What follows belongs to an exercise in optimizing a design on an open flow for small area, a short achievable clock period and few clock cycles per item; a production flow would make more cautious choices.
Function was checked by simulation only, so behaviour that the tests miss may differ from the original.

===== config.mk =====
export PLATFORM = sky130hd
export DESIGN_NAME = fft_core
export DESIGN_NICKNAME = fft_core
export VERILOG_FILES = /design/flow/design.v
export SDC_FILE = /design/flow/constraint.sdc
export NUM_CORES = 4
export LEC_CHECK = 0
export CAP_MARGIN = 20
export CORE_MARGIN = 2
export CORE_UTILIZATION = 40
export SLEW_MARGIN = 20

===== run.sh =====
#!/bin/bash
# synth_recipe.tcl (not shown) runs the flow's synth.tcl, then flattens the netlist and writes it again
# the make line also repeats each setting of config.mk as NAME=value (left out here)
make -C /OpenROAD-flow-scripts/flow DESIGN_CONFIG=/design/flow/config.mk WORK_HOME=/design/flow/orfs CLKGATE_MAP_FILE= SYNTH_SCRIPT=/design/flow/synth_recipe.tcl finish

===== constraint.sdc =====
create_clock -name core_clock -period 8.5 [get_ports {clk}]
set_input_delay 1.7000 -clock core_clock [delete_from_list [all_inputs] [get_ports {clk}]]
set_output_delay 1.7000 -clock core_clock [all_outputs]
set_load 0.01 [all_outputs]

===== design.v =====
`timescale 1ns/10ps
module sample_store (
    input  logic                    clk,
    input  logic                    rst_n,
    input  logic                    io_we_i,
    input  logic [4-1:0]   io_addr_i,
    input  logic signed [15:0]      io_wre_i,
    input  logic signed [15:0]      io_wim_i,
    output logic signed [15:0]      io_rre_o,
    output logic signed [15:0]      io_rim_o,
    input  logic [4-1:0]   rd_addr_a_i,
    input  logic [4-1:0]   rd_addr_b_i,
    output logic signed [15:0]      rd_a_re_o,
    output logic signed [15:0]      rd_a_im_o,
    output logic signed [15:0]      rd_b_re_o,
    output logic signed [15:0]      rd_b_im_o,
    input  logic                    wr_en_a_i,
    input  logic [4-1:0]   wr_addr_a_i,
    input  logic signed [15:0]      wr_a_re_i,
    input  logic signed [15:0]      wr_a_im_i,
    input  logic                    wr_en_b_i,
    input  logic [4-1:0]   wr_addr_b_i,
    input  logic signed [15:0]      wr_b_re_i,
    input  logic signed [15:0]      wr_b_im_i
);
    logic signed [15:0] mem_re [0:16-1];
    logic signed [15:0] mem_im [0:16-1];
    assign io_rre_o  = mem_re[io_addr_i];
    assign io_rim_o  = mem_im[io_addr_i];
    assign rd_a_re_o = mem_re[rd_addr_a_i];
    assign rd_a_im_o = mem_im[rd_addr_a_i];
    assign rd_b_re_o = mem_re[rd_addr_b_i];
    assign rd_b_im_o = mem_im[rd_addr_b_i];
    always_ff @(posedge clk) begin
        if (io_we_i) begin
            mem_re[io_addr_i] <= io_wre_i;
            mem_im[io_addr_i] <= io_wim_i;
        end
        if (wr_en_a_i) begin
            mem_re[wr_addr_a_i] <= wr_a_re_i;
            mem_im[wr_addr_a_i] <= wr_a_im_i;
        end
        if (wr_en_b_i) begin
            mem_re[wr_addr_b_i] <= wr_b_re_i;
            mem_im[wr_addr_b_i] <= wr_b_im_i;
        end
    end
endmodule
`timescale 1ns/10ps
module sample_io (
    input  logic                    clk,
    input  logic                    rst_n,
    input  logic                    in_req_i,
    output logic                    in_ack_o,
    input  logic signed [15:0]      in_re_i,
    input  logic signed [15:0]      in_im_i,
    output logic                    out_req_o,
    input  logic                    out_ack_i,
    output logic signed [15:0]      out_re_o,
    output logic signed [15:0]      out_im_o,
    output logic [4-1:0]   out_idx_o,
    output logic                    busy_o,
    output logic                    start_o,
    input  logic                    done_i,
    output logic                    io_we_o,
    output logic [4-1:0]   io_addr_o,
    output logic signed [15:0]      io_wre_o,
    output logic signed [15:0]      io_wim_o,
    input  logic signed [15:0]      io_rre_i,
    input  logic signed [15:0]      io_rim_i
);
    logic [4-1:0] in_cnt;
    logic [4-1:0] out_cnt;
    logic [4-1:0] rev_addr;
    logic                  ack_wait;
    logic                  out_last;
    always_comb begin
        for (int k = 0; k < 4; k++) begin
            rev_addr[k] = in_cnt[4-1-k];
        end
    end
    assign io_we_o   = in_req_i && !in_ack_o && !busy_o;
    assign io_addr_o = busy_o ? out_cnt : rev_addr;
    assign io_wre_o  = in_re_i;
    assign io_wim_o  = in_im_i;
    assign out_re_o  = io_rre_i;
    assign out_im_o  = io_rim_i;
    assign out_idx_o = out_cnt;
    assign out_last  = out_req_o && out_ack_i && (out_cnt == 16-1);
    always_ff @(posedge clk or negedge rst_n) begin
        if (!rst_n) begin
            in_ack_o <= 1'b0;
            in_cnt   <= '0;
            start_o  <= 1'b0;
            busy_o   <= 1'b0;
        end else begin
            start_o <= 1'b0;
            if (io_we_o) begin
                in_ack_o <= 1'b1;
                in_cnt   <= in_cnt + 1'b1;
                if (in_cnt == 16-1) begin
                    busy_o  <= 1'b1;
                    start_o <= 1'b1;
                end
            end else if (in_ack_o && !in_req_i) begin
                in_ack_o <= 1'b0;
            end
            if (out_last) begin
                busy_o <= 1'b0;
            end
        end
    end
    always_ff @(posedge clk or negedge rst_n) begin
        if (!rst_n) begin
            out_req_o <= 1'b0;
            ack_wait  <= 1'b0;
            out_cnt   <= '0;
        end else if (done_i) begin
            out_req_o <= 1'b1;
        end else if (out_req_o && out_ack_i) begin
            out_req_o <= 1'b0;
            out_cnt   <= out_cnt + 1'b1;
            ack_wait  <= !out_last;
        end else if (ack_wait && !out_ack_i) begin
            out_req_o <= 1'b1;
            ack_wait  <= 1'b0;
        end
    end
endmodule
`timescale 1ns/10ps
module butterfly_sequencer (
    input  logic                    clk,
    input  logic                    rst_n,
    input  logic                    start_i,
    input  logic                    drained_i,
    output logic                    pair_valid_o,
    output logic [4-1:0]   pair_addr_a_o,
    output logic [4-1:0]   pair_addr_b_o,
    output logic [4-2:0]   pair_tw_idx_o,
    output logic                    done_o
);
    localparam logic [1:0] SEQ_IDLE  = 2'd0;
    localparam logic [1:0] SEQ_ISSUE = 2'd1;
    localparam logic [1:0] SEQ_DRAIN = 2'd2;
    localparam logic [1:0] SEQ_DONE  = 2'd3;
    logic [1:0]                    state;
    logic [$clog2(4)-1:0] stage;
    logic [4-2:0]         pair_idx;
    logic [4-1:0]         j_ext, span, j_low, base;
    logic [4-2:0]         tw_next;
    always_comb begin
        j_ext = {1'b0, pair_idx};
        span  = {{(4-1){1'b0}}, 1'b1} << stage;
        j_low = j_ext & (span - 1'b1);
        base  = ((j_ext >> stage) << stage) << 1;
        tw_next = j_low[4-2:0] << (4-1 - stage);
    end
    assign done_o = (state == SEQ_DONE);
    always_ff @(posedge clk or negedge rst_n) begin
        if (!rst_n) begin
            state        <= SEQ_IDLE;
            stage        <= '0;
            pair_idx     <= '0;
            pair_valid_o <= 1'b0;
        end else begin
            pair_valid_o <= 1'b0;
            case (state)
                SEQ_IDLE: begin
                    stage    <= '0;
                    pair_idx <= '0;
                    if (start_i) state <= SEQ_ISSUE;
                end
                SEQ_ISSUE: begin
                    pair_valid_o <= 1'b1;
                    pair_idx     <= pair_idx + 1'b1;
                    if (&pair_idx) state <= SEQ_DRAIN;
                end
                SEQ_DRAIN: begin
                    if (drained_i) begin
                        if (stage == 4-1) begin
                            state <= SEQ_DONE;
                        end else begin
                            stage <= stage + 1'b1;
                            state <= SEQ_ISSUE;
                        end
                    end
                end
                default: state <= SEQ_IDLE;
            endcase
        end
    end
    always_ff @(posedge clk) begin
        pair_addr_a_o <= base + j_low;
        pair_addr_b_o <= base + j_low + span;
        pair_tw_idx_o <= tw_next;
    end
endmodule
`timescale 1ns/10ps
module bfly_dispatch (
    input  logic                              clk,
    input  logic                              rst_n,
    input  logic                              pair_valid_i,
    input  logic [4-1:0]             pair_addr_a_i,
    input  logic [4-1:0]             pair_addr_b_i,
    input  logic [4-2:0]             pair_tw_idx_i,
    output logic [4-1:0]             rd_addr_a_o,
    output logic [4-1:0]             rd_addr_b_o,
    input  logic signed [15:0]                rd_a_re_i,
    input  logic signed [15:0]                rd_a_im_i,
    input  logic signed [15:0]                rd_b_re_i,
    input  logic signed [15:0]                rd_b_im_i,
    output logic [2-1:0]             op_valid_o,
    output logic [2-1:0][15:0]       op_a_re_o,
    output logic [2-1:0][15:0]       op_a_im_o,
    output logic [2-1:0][15:0]       op_b_re_o,
    output logic [2-1:0][15:0]       op_b_im_o,
    output logic [2-1:0][15:0]       op_w_re_o,
    output logic [2-1:0][15:0]       op_w_im_o,
    output logic [2-1:0][4-1:0] op_addr_a_o,
    output logic [2-1:0][4-1:0] op_addr_b_o
);
    logic [$clog2(2+1)-1:0] lane_sel;
    logic signed [15:0]              w_re, w_im;
    assign rd_addr_a_o = pair_addr_a_i;
    assign rd_addr_b_o = pair_addr_b_i;
    always_comb begin
        case (pair_tw_idx_i)
            3'd0:    begin w_re =  16'sd16384; w_im =  16'sd0;     end
            3'd1:    begin w_re =  16'sd15137; w_im = -16'sd6270;  end
            3'd2:    begin w_re =  16'sd11585; w_im = -16'sd11585; end
            3'd3:    begin w_re =  16'sd6270;  w_im = -16'sd15137; end
            3'd4:    begin w_re =  16'sd0;     w_im = -16'sd16384; end
            3'd5:    begin w_re = -16'sd6270;  w_im = -16'sd15137; end
            3'd6:    begin w_re = -16'sd11585; w_im = -16'sd11585; end
            default: begin w_re = -16'sd15137; w_im = -16'sd6270;  end
        endcase
    end
    always_ff @(posedge clk or negedge rst_n) begin
        if (!rst_n) begin
            lane_sel <= '0;
        end else if (pair_valid_i) begin
            lane_sel <= (lane_sel == 2-1) ? '0 : lane_sel + 1'b1;
        end
    end
    for (genvar i = 0; i < 2; i++) begin : g_lane
        always_ff @(posedge clk or negedge rst_n) begin
            if (!rst_n) begin
                op_valid_o[i] <= 1'b0;
            end else begin
                op_valid_o[i] <= pair_valid_i && (lane_sel == i);
            end
        end
        always_ff @(posedge clk) begin
            if (pair_valid_i && (lane_sel == i)) begin
                op_a_re_o[i]   <= rd_a_re_i;
                op_a_im_o[i]   <= rd_a_im_i;
                op_b_re_o[i]   <= rd_b_re_i;
                op_b_im_o[i]   <= rd_b_im_i;
                op_w_re_o[i]   <= w_re;
                op_w_im_o[i]   <= w_im;
                op_addr_a_o[i] <= pair_addr_a_i;
                op_addr_b_o[i] <= pair_addr_b_i;
            end
        end
    end
endmodule
`timescale 1ns/10ps
module bfly_lane (
    input  logic                    clk,
    input  logic                    rst_n,
    input  logic                    op_valid_i,
    input  logic signed [15:0]      op_a_re_i,
    input  logic signed [15:0]      op_a_im_i,
    input  logic signed [15:0]      op_b_re_i,
    input  logic signed [15:0]      op_b_im_i,
    input  logic signed [15:0]      op_w_re_i,
    input  logic signed [15:0]      op_w_im_i,
    input  logic [4-1:0]   op_addr_a_i,
    input  logic [4-1:0]   op_addr_b_i,
    output logic                    res_valid_o,
    output logic [4-1:0]   res_addr_a_o,
    output logic [4-1:0]   res_addr_b_o,
    output logic signed [15:0]      res_y0_re_o,
    output logic signed [15:0]      res_y0_im_o,
    output logic signed [15:0]      res_y1_re_o,
    output logic signed [15:0]      res_y1_im_o
);
    logic signed [31:0]    p_re, p_im;
    logic signed [31:0]    t_re_full, t_im_full;
    logic signed [17:0]    s1_t_re, s1_t_im;
    logic signed [18:0]    sum_re, sum_im, dif_re, dif_im;
    logic signed [15:0]    s1_a_re, s1_a_im;
    logic [4-1:0] s1_addr_a, s1_addr_b;
    logic                  s1_valid;
    assign p_re      = op_b_re_i * op_w_re_i - op_b_im_i * op_w_im_i;
    assign p_im      = op_b_re_i * op_w_im_i + op_b_im_i * op_w_re_i;
    assign t_re_full = p_re >>> 14;
    assign t_im_full = p_im >>> 14;
    assign sum_re = s1_a_re + s1_t_re;
    assign sum_im = s1_a_im + s1_t_im;
    assign dif_re = s1_a_re - s1_t_re;
    assign dif_im = s1_a_im - s1_t_im;
    always_ff @(posedge clk or negedge rst_n) begin
        if (!rst_n) begin
            s1_valid    <= 1'b0;
            res_valid_o <= 1'b0;
        end else begin
            s1_valid    <= op_valid_i;
            res_valid_o <= s1_valid;
        end
    end
    always_ff @(posedge clk) begin
        s1_a_re      <= op_a_re_i;
        s1_a_im      <= op_a_im_i;
        s1_t_re      <= t_re_full[17:0];
        s1_t_im      <= t_im_full[17:0];
        s1_addr_a    <= op_addr_a_i;
        s1_addr_b    <= op_addr_b_i;
        res_y0_re_o  <= sum_re[16:1];
        res_y0_im_o  <= sum_im[16:1];
        res_y1_re_o  <= dif_re[16:1];
        res_y1_im_o  <= dif_im[16:1];
        res_addr_a_o <= s1_addr_a;
        res_addr_b_o <= s1_addr_b;
    end
endmodule
`timescale 1ns/10ps
module bfly_collect (
    input  logic                              clk,
    input  logic                              rst_n,
    input  logic [2-1:0]             res_valid_i,
    input  logic [2-1:0][4-1:0] res_addr_a_i,
    input  logic [2-1:0][4-1:0] res_addr_b_i,
    input  logic [2-1:0][15:0]       res_y0_re_i,
    input  logic [2-1:0][15:0]       res_y0_im_i,
    input  logic [2-1:0][15:0]       res_y1_re_i,
    input  logic [2-1:0][15:0]       res_y1_im_i,
    input  logic                              issue_i,
    output logic                              wr_en_a_o,
    output logic [4-1:0]             wr_addr_a_o,
    output logic signed [15:0]                wr_a_re_o,
    output logic signed [15:0]                wr_a_im_o,
    output logic                              wr_en_b_o,
    output logic [4-1:0]             wr_addr_b_o,
    output logic signed [15:0]                wr_b_re_o,
    output logic signed [15:0]                wr_b_im_o,
    output logic                              drained_o
);
    logic       wr_en;
    logic [3:0] in_flight;
    assign wr_en_a_o = wr_en;
    assign wr_en_b_o = wr_en;
    assign drained_o = (in_flight == '0);
    always_ff @(posedge clk or negedge rst_n) begin
        if (!rst_n) begin
            wr_en     <= 1'b0;
            in_flight <= '0;
        end else begin
            wr_en     <= |res_valid_i;
            in_flight <= in_flight + {3'b000, issue_i} - {3'b000, wr_en};
        end
    end
    always_ff @(posedge clk) begin
        for (int i = 0; i < 2; i++) begin
            if (res_valid_i[i]) begin
                wr_addr_a_o <= res_addr_a_i[i];
                wr_addr_b_o <= res_addr_b_i[i];
                wr_a_re_o   <= res_y0_re_i[i];
                wr_a_im_o   <= res_y0_im_i[i];
                wr_b_re_o   <= res_y1_re_i[i];
                wr_b_im_o   <= res_y1_im_i[i];
            end
        end
    end
endmodule
`timescale 1ns/10ps
module fft_core (
    input  logic                    clk,
    input  logic                    rst_n,
    input  logic                    in_req_i,
    output logic                    in_ack_o,
    input  logic signed [15:0]      in_re_i,
    input  logic signed [15:0]      in_im_i,
    output logic                    out_req_o,
    input  logic                    out_ack_i,
    output logic signed [15:0]      out_re_o,
    output logic signed [15:0]      out_im_o,
    output logic [4-1:0]   out_idx_o,
    output logic                    busy_o
);
    logic                  start, done, drained;
    logic                  io_we;
    logic [4-1:0] io_addr;
    logic signed [15:0]    io_wre, io_wim, io_rre, io_rim;
    logic [4-1:0] rd_addr_a, rd_addr_b;
    logic signed [15:0]    rd_a_re, rd_a_im, rd_b_re, rd_b_im;
    logic                  wr_en_a, wr_en_b;
    logic [4-1:0] wr_addr_a, wr_addr_b;
    logic signed [15:0]    wr_a_re, wr_a_im, wr_b_re, wr_b_im;
    logic                  pair_valid;
    logic [4-1:0] pair_addr_a, pair_addr_b;
    logic [4-2:0] pair_tw_idx;
    logic [2-1:0]                 op_valid;
    logic [2-1:0][15:0]           op_a_re, op_a_im, op_b_re, op_b_im, op_w_re, op_w_im;
    logic [2-1:0][4-1:0] op_addr_a, op_addr_b;
    logic [2-1:0]                 res_valid;
    logic [2-1:0][4-1:0] res_addr_a, res_addr_b;
    logic [2-1:0][15:0]           res_y0_re, res_y0_im, res_y1_re, res_y1_im;
    sample_io sample_io_inst (
        .clk, .rst_n, .in_req_i, .in_ack_o, .in_re_i, .in_im_i,
        .out_req_o, .out_ack_i, .out_re_o, .out_im_o, .out_idx_o, .busy_o,
        .start_o(start), .done_i(done), .io_we_o(io_we), .io_addr_o(io_addr),
        .io_wre_o(io_wre), .io_wim_o(io_wim), .io_rre_i(io_rre), .io_rim_i(io_rim)
    );
    sample_store sample_store_inst (
        .clk, .rst_n, .io_we_i(io_we), .io_addr_i(io_addr), .io_wre_i(io_wre),
        .io_wim_i(io_wim), .io_rre_o(io_rre), .io_rim_o(io_rim),
        .rd_addr_a_i(rd_addr_a), .rd_addr_b_i(rd_addr_b),
        .rd_a_re_o(rd_a_re), .rd_a_im_o(rd_a_im), .rd_b_re_o(rd_b_re), .rd_b_im_o(rd_b_im),
        .wr_en_a_i(wr_en_a), .wr_addr_a_i(wr_addr_a), .wr_a_re_i(wr_a_re), .wr_a_im_i(wr_a_im),
        .wr_en_b_i(wr_en_b), .wr_addr_b_i(wr_addr_b), .wr_b_re_i(wr_b_re), .wr_b_im_i(wr_b_im)
    );
    butterfly_sequencer butterfly_sequencer_inst (
        .clk, .rst_n, .start_i(start), .drained_i(drained),
        .pair_valid_o(pair_valid), .pair_addr_a_o(pair_addr_a), .pair_addr_b_o(pair_addr_b),
        .pair_tw_idx_o(pair_tw_idx), .done_o(done)
    );
    bfly_dispatch bfly_dispatch_inst (
        .clk, .rst_n,
        .pair_valid_i(pair_valid), .pair_addr_a_i(pair_addr_a), .pair_addr_b_i(pair_addr_b),
        .pair_tw_idx_i(pair_tw_idx), .rd_addr_a_o(rd_addr_a), .rd_addr_b_o(rd_addr_b),
        .rd_a_re_i(rd_a_re), .rd_a_im_i(rd_a_im), .rd_b_re_i(rd_b_re), .rd_b_im_i(rd_b_im),
        .op_valid_o(op_valid), .op_a_re_o(op_a_re), .op_a_im_o(op_a_im),
        .op_b_re_o(op_b_re), .op_b_im_o(op_b_im), .op_w_re_o(op_w_re), .op_w_im_o(op_w_im),
        .op_addr_a_o(op_addr_a), .op_addr_b_o(op_addr_b)
    );
    for (genvar i = 0; i < 2; i++) begin : g_lane
        bfly_lane bfly_lane_inst (
            .clk, .rst_n,
            .op_valid_i(op_valid[i]), .op_a_re_i(op_a_re[i]), .op_a_im_i(op_a_im[i]),
            .op_b_re_i(op_b_re[i]), .op_b_im_i(op_b_im[i]),
            .op_w_re_i(op_w_re[i]), .op_w_im_i(op_w_im[i]),
            .op_addr_a_i(op_addr_a[i]), .op_addr_b_i(op_addr_b[i]),
            .res_valid_o(res_valid[i]), .res_addr_a_o(res_addr_a[i]), .res_addr_b_o(res_addr_b[i]),
            .res_y0_re_o(res_y0_re[i]), .res_y0_im_o(res_y0_im[i]),
            .res_y1_re_o(res_y1_re[i]), .res_y1_im_o(res_y1_im[i])
        );
    end
    bfly_collect bfly_collect_inst (
        .clk, .rst_n,
        .res_valid_i(res_valid), .res_addr_a_i(res_addr_a), .res_addr_b_i(res_addr_b),
        .res_y0_re_i(res_y0_re), .res_y0_im_i(res_y0_im),
        .res_y1_re_i(res_y1_re), .res_y1_im_i(res_y1_im),
        .issue_i(pair_valid),
        .wr_en_a_o(wr_en_a), .wr_addr_a_o(wr_addr_a), .wr_a_re_o(wr_a_re), .wr_a_im_o(wr_a_im),
        .wr_en_b_o(wr_en_b), .wr_addr_b_o(wr_addr_b), .wr_b_re_o(wr_b_re), .wr_b_im_o(wr_b_im),
        .drained_o(drained)
    );
endmodule

==> summary.txt <==
-- metrics by stage --
stage	setup WS, ns	cells	hold slack, ns
2_1_floorplan	0.609	12459	0.310
3_3_place_gp	0.484	16443	0.310
3_5_place_dp	0.501	16445	0.312
4_1_cts	0.499	16661	0.319
5_1_grt	0.0583	16669	0.323
6_report	0.481	16691	0.317
-- critical path, delay by kind of cell (launching register included) --
family                     cells  cell delay [ns]
and+or+nand+nor                4             0.86
xor gates and xnor gates       1             0.12
buffers and inverters          6             0.30
adders and majority gates      9             4.15
AOI/OAI and AO/OA              5             1.71
DFF                            1             0.76
-- state kept, by name, indices dropped and copies added, names as in the netlist, 34 cells and up --
| register | flops |
|---|---|
| sample_store_inst.mem_re | 256 |
| g_lane.bfly_lane_inst.s1_t_im | 34 |
| g_lane.bfly_lane_inst.s1_t_re | 34 |
| sample_store_inst.mem_im | 256 |
-- cell usage in the layout, fill, tap and decap left out, drive strengths merged, types with 51 or more instances in the layout --
cell type,netlist,final
ha,792,792
nor2,503,503
edfxtp,766,766
mux2i,518,518
buf,135,261
nor3,52,52
mux2,77,77
and2,660,660
fa,2151,2151
clkdlybuf4s50,0,73
a21oi,441,441
nand2b,82,82
a211oi,53,53
nand2,974,974
nor2b,54,54
mux4,448,448
dfxtp,303,303
o21ai,256,256
inv,2914,2922
xor2,63,63
clkinv,0,51
clkbuf,578,137
xnor2,238,238
-- cell type report --
| type | instances | share of cell area, % |
|---|---|---|
| clock inverters | 79 | 0.592 |
| repair buffers | 334 | 1.99 |
| flip-flops and latches | 1103 | 21.0 |
| multi-input cells | 7729 | 62.7 |
| diodes | 29 | 0.0508 |
| clock buffers | 137 | 2.17 |
| inverters | 2914 | 7.66 |
| well taps | 4366 | 3.83 |
-- per-layer routing --
layer	track usage (%)	part of all wire, %	up-vias
li1	-	-	38505
met1	30.9	38	45123
met2	41.5	49	3848
met3	4.53	8.1	860
met4	10.7	5.0	22
met5	0	0.037	-
-- cell families after synthesis --
family          count (synthesis)  synth area share [%]
mux                          1043                  12.2
buf+inv                      3627                  10.3
compound gates                984                  4.36
xor+xnor                      301                  1.99
simple gates                 2457                  8.75
fa+ha+maj                    2943                  39.9
other cells                     1               0.00282
flops                        1103                  22.5
-- worst paths after layout --
kind                                                               start  cells past startpoint  slack, ns                                                to
max reg2reg                   bfly_dispatch_inst.op_b_re_o[21]$_DFFE_PP_                     25       0.48      g_lane[1].bfly_lane_inst.s1_t_re[15]$_DFF_P_
max                           bfly_dispatch_inst.op_b_re_o[21]$_DFFE_PP_                     25       0.48      g_lane[1].bfly_lane_inst.s1_t_re[15]$_DFF_P_
min reg2reg                g_lane[1].bfly_lane_inst.s1_addr_a[3]$_DFF_P_                      0       0.32  g_lane[1].bfly_lane_inst.res_addr_a_o[3]$_DFF_P_
min in group asynchronous                                          rst_n                      1       1.00             sample_io_inst.out_cnt[0]$_DFFE_PN0P_
min                        g_lane[1].bfly_lane_inst.s1_addr_a[3]$_DFF_P_                      0       0.32  g_lane[1].bfly_lane_inst.res_addr_a_o[3]$_DFF_P_
max in group asynchronous                                          rst_n                      1       6.93    g_lane[1].bfly_lane_inst.res_valid_o$_DFF_PN0_
==> summary.txt <==
- The flow ran to the end and the layout has no timing, DRC or antenna violations.
- The relative area change from synthesis to final layout is 7.56%.
- Setup repair after global routing left no endpoint under its margin.
- The capturing element type of the critical path is a register.
- The data required time at the worst endpoint is 9.14 ns.
- For this block, the initial DRC count from the detailed router was 7723.
- The longest clock path from root to sink contains 3 buffers.
- At the pin with the least slew margin, the transition time is 1.24 ns.
- Cells fill 43.2% of the core in the end.
- Among all stages on the critical path, the largest delay is contributed by edfxtp_1.
- Counting stages on the worst path, the most repeated cell is fa_1.
- Summing all multi-input logic gate instances after layout gives 89600 sq um.
- The number of global-route vias before repair was 93110.
- The Yosys step of the flow raised 6 warnings.
- The largest total area in the synthesized netlist belongs to fa_1.
- Setup violations remaining at the end of the flow were counted as 0.
- After clock tree synthesis, the repair step resized 0 gates.
- The clock sink total is 1103.
- The final layout net count is 15175.
- The number of antenna violations at the first check in global routing is 27.
- The total of flip-flops plus latches after synthesis is 1103.
- The net count after synthesis is 15438.
- The I/O pin count is 75.
- The share of the synthesized area in the top cell type is 32.4%.
- The via count of the routed design is 88358.
- The arrival time reported for the critical path endpoint is 8.66 ns.
- The worst slew margin relative to its limit is 17.5%.
- The share of the cycle needed by the critical path after routing is 94.3%.
- The later pin in the worst-skew pair is clocked with a latency of 0.78 ns.
- In this run the vertical extent of the chip is 580 um.
- In the final routed layout, each cell accounts on average for 24.4 um.
- The number of standard-cell rows in the floorplan is 211.
- In this run the cell area measured after placement is 139000 sq um.
- Summed over all nets, the half-perimeter wirelength after detailed placement is 308000 um.
- The final weighted congestion in routability-driven placement is 0.934.
- Across every metal layer, demand over resource in global routing totals 24.6%.
- The total of fill cells in the finished design is 31231.
- By startpoint and endpoint, the worst setup path is classified as reg -> reg.
- The root buffer cell is clkbuf_16.
- For this run, design rule violations remaining after detail routing come to 0.
- The delay of the slowest cell on the worst path is 0.76 ns.
- The area of the placeable core is 330000 sq um.
- The number of failing hold endpoints at the final stage is 0.
- The worst path in the final design needs a cycle of 8.02 ns, including I/O delays and setup.
- Hold repair after CTS inserted 0 buffers.
- The first-pass detailed-route iteration total is 6.
- The via density per instance is 5.29.
- Clock tree synthesis inserted a total of 114 buffers.
- The most used flip-flop cell after synthesis is edfxtp_1.
- The area of the mapped netlist is 133000 sq um.
- The count of flip-flops with a built-in enable after synthesis is 766.
- The clock-pin slew of the registers on the worst-case setup and hold paths is 0.07 ns.
- The area of all sequential standard cells is 29900 sq um.
- The antenna violation net count after detailed routing is 0.
- The cell count after synthesis is 12459.
- The worst setup path is launched from a register.
- The count of final max-slew check failures is 0.
- Sorting the synthesized cells by area gives the leading types as fa_1 (32%), edfxtp_1 (17%), inv_1 (8.2%).
- The final-layout setup total negative slack is 0 ns.
- Sorting the synthesized cells by how often they occur yields inv_1 (2913), fa_1 (2151), nand2_1 (973).
- Counting flops with an async set or reset pin after synthesis yields a share of 3.08%.
- TritonCTS built the clock tree.
- The first global-routing pass estimated 614000 um of wire.
- The pin count of the biggest net entering global routing is 116.
- The die covers 337000 sq um.
- The die is 580 um wide.
- With fillers left out, the area of the finished cells amounts to 143000 sq um.
- The fraction of layout instances using a drive strength above 1 is 8.59%.
- The number of different library cells in the post-synthesis netlist is 81.
- Derived from the worst setup path, the maximum achievable clock frequency is 125 MHz.
- Across the routed clock network, the largest skew measured is 0.0517 ns.
- A synthesized cell averages 10.7 sq um.
- Along the worst path, the maximum fanout reaches 15.
- For this configuration, the core starts out at a cell density of 40.2%.
- The most common cell in the synthesized netlist is inv_1.
- The total setup buffers inserted after CTS is 0.
- The sequential area share after synthesis is 22.5%.
- The total wirelength of the detailed-routed design is 408000 um.
- The number of input and output port buffers inserted is 74.
- The total congestion overflow after global routing is 0.
- The path category of the worst min-delay check is reg -> reg.
- The tool flagged a number of max-cap violations equal to 0.
- The deepest level of the CTS H-tree is 3.
Testbench counts, summed over its fixed seeds: cycles 9,600, items 80.

==> separate check: timing with driven ports <==
How much do the figures lean on ideal ports? The routed layout below was timed once more, with nothing changed but the port constraints. Step 1: set_driving_cell puts a clkbuf_16 on clk and a buf_2 on each other input, an assumption about the parent block. Step 2 adds t to the input delays and takes it off the output delays; t is the mean of the earliest and latest rising clock arrival at the registers after step 1. Input paths then give back, and output paths get back, about the clock's delay inside the block. Three values: ideal, step 1, step 2; two values: the first two.
t, ns: 0.845
slack for setup (ns): 0.481 / 0.481 / 0.481
slew at the worst register clock pin (ns): 0.08 / 0.08
worst slew at a driven data input, ns: 0.15
cell pins on the clock port's net: 1
After both steps setup and hold are still met in this run. The setup slack of this run moves by 0.000 ns with the drivers and by 0.000 ns with both steps.
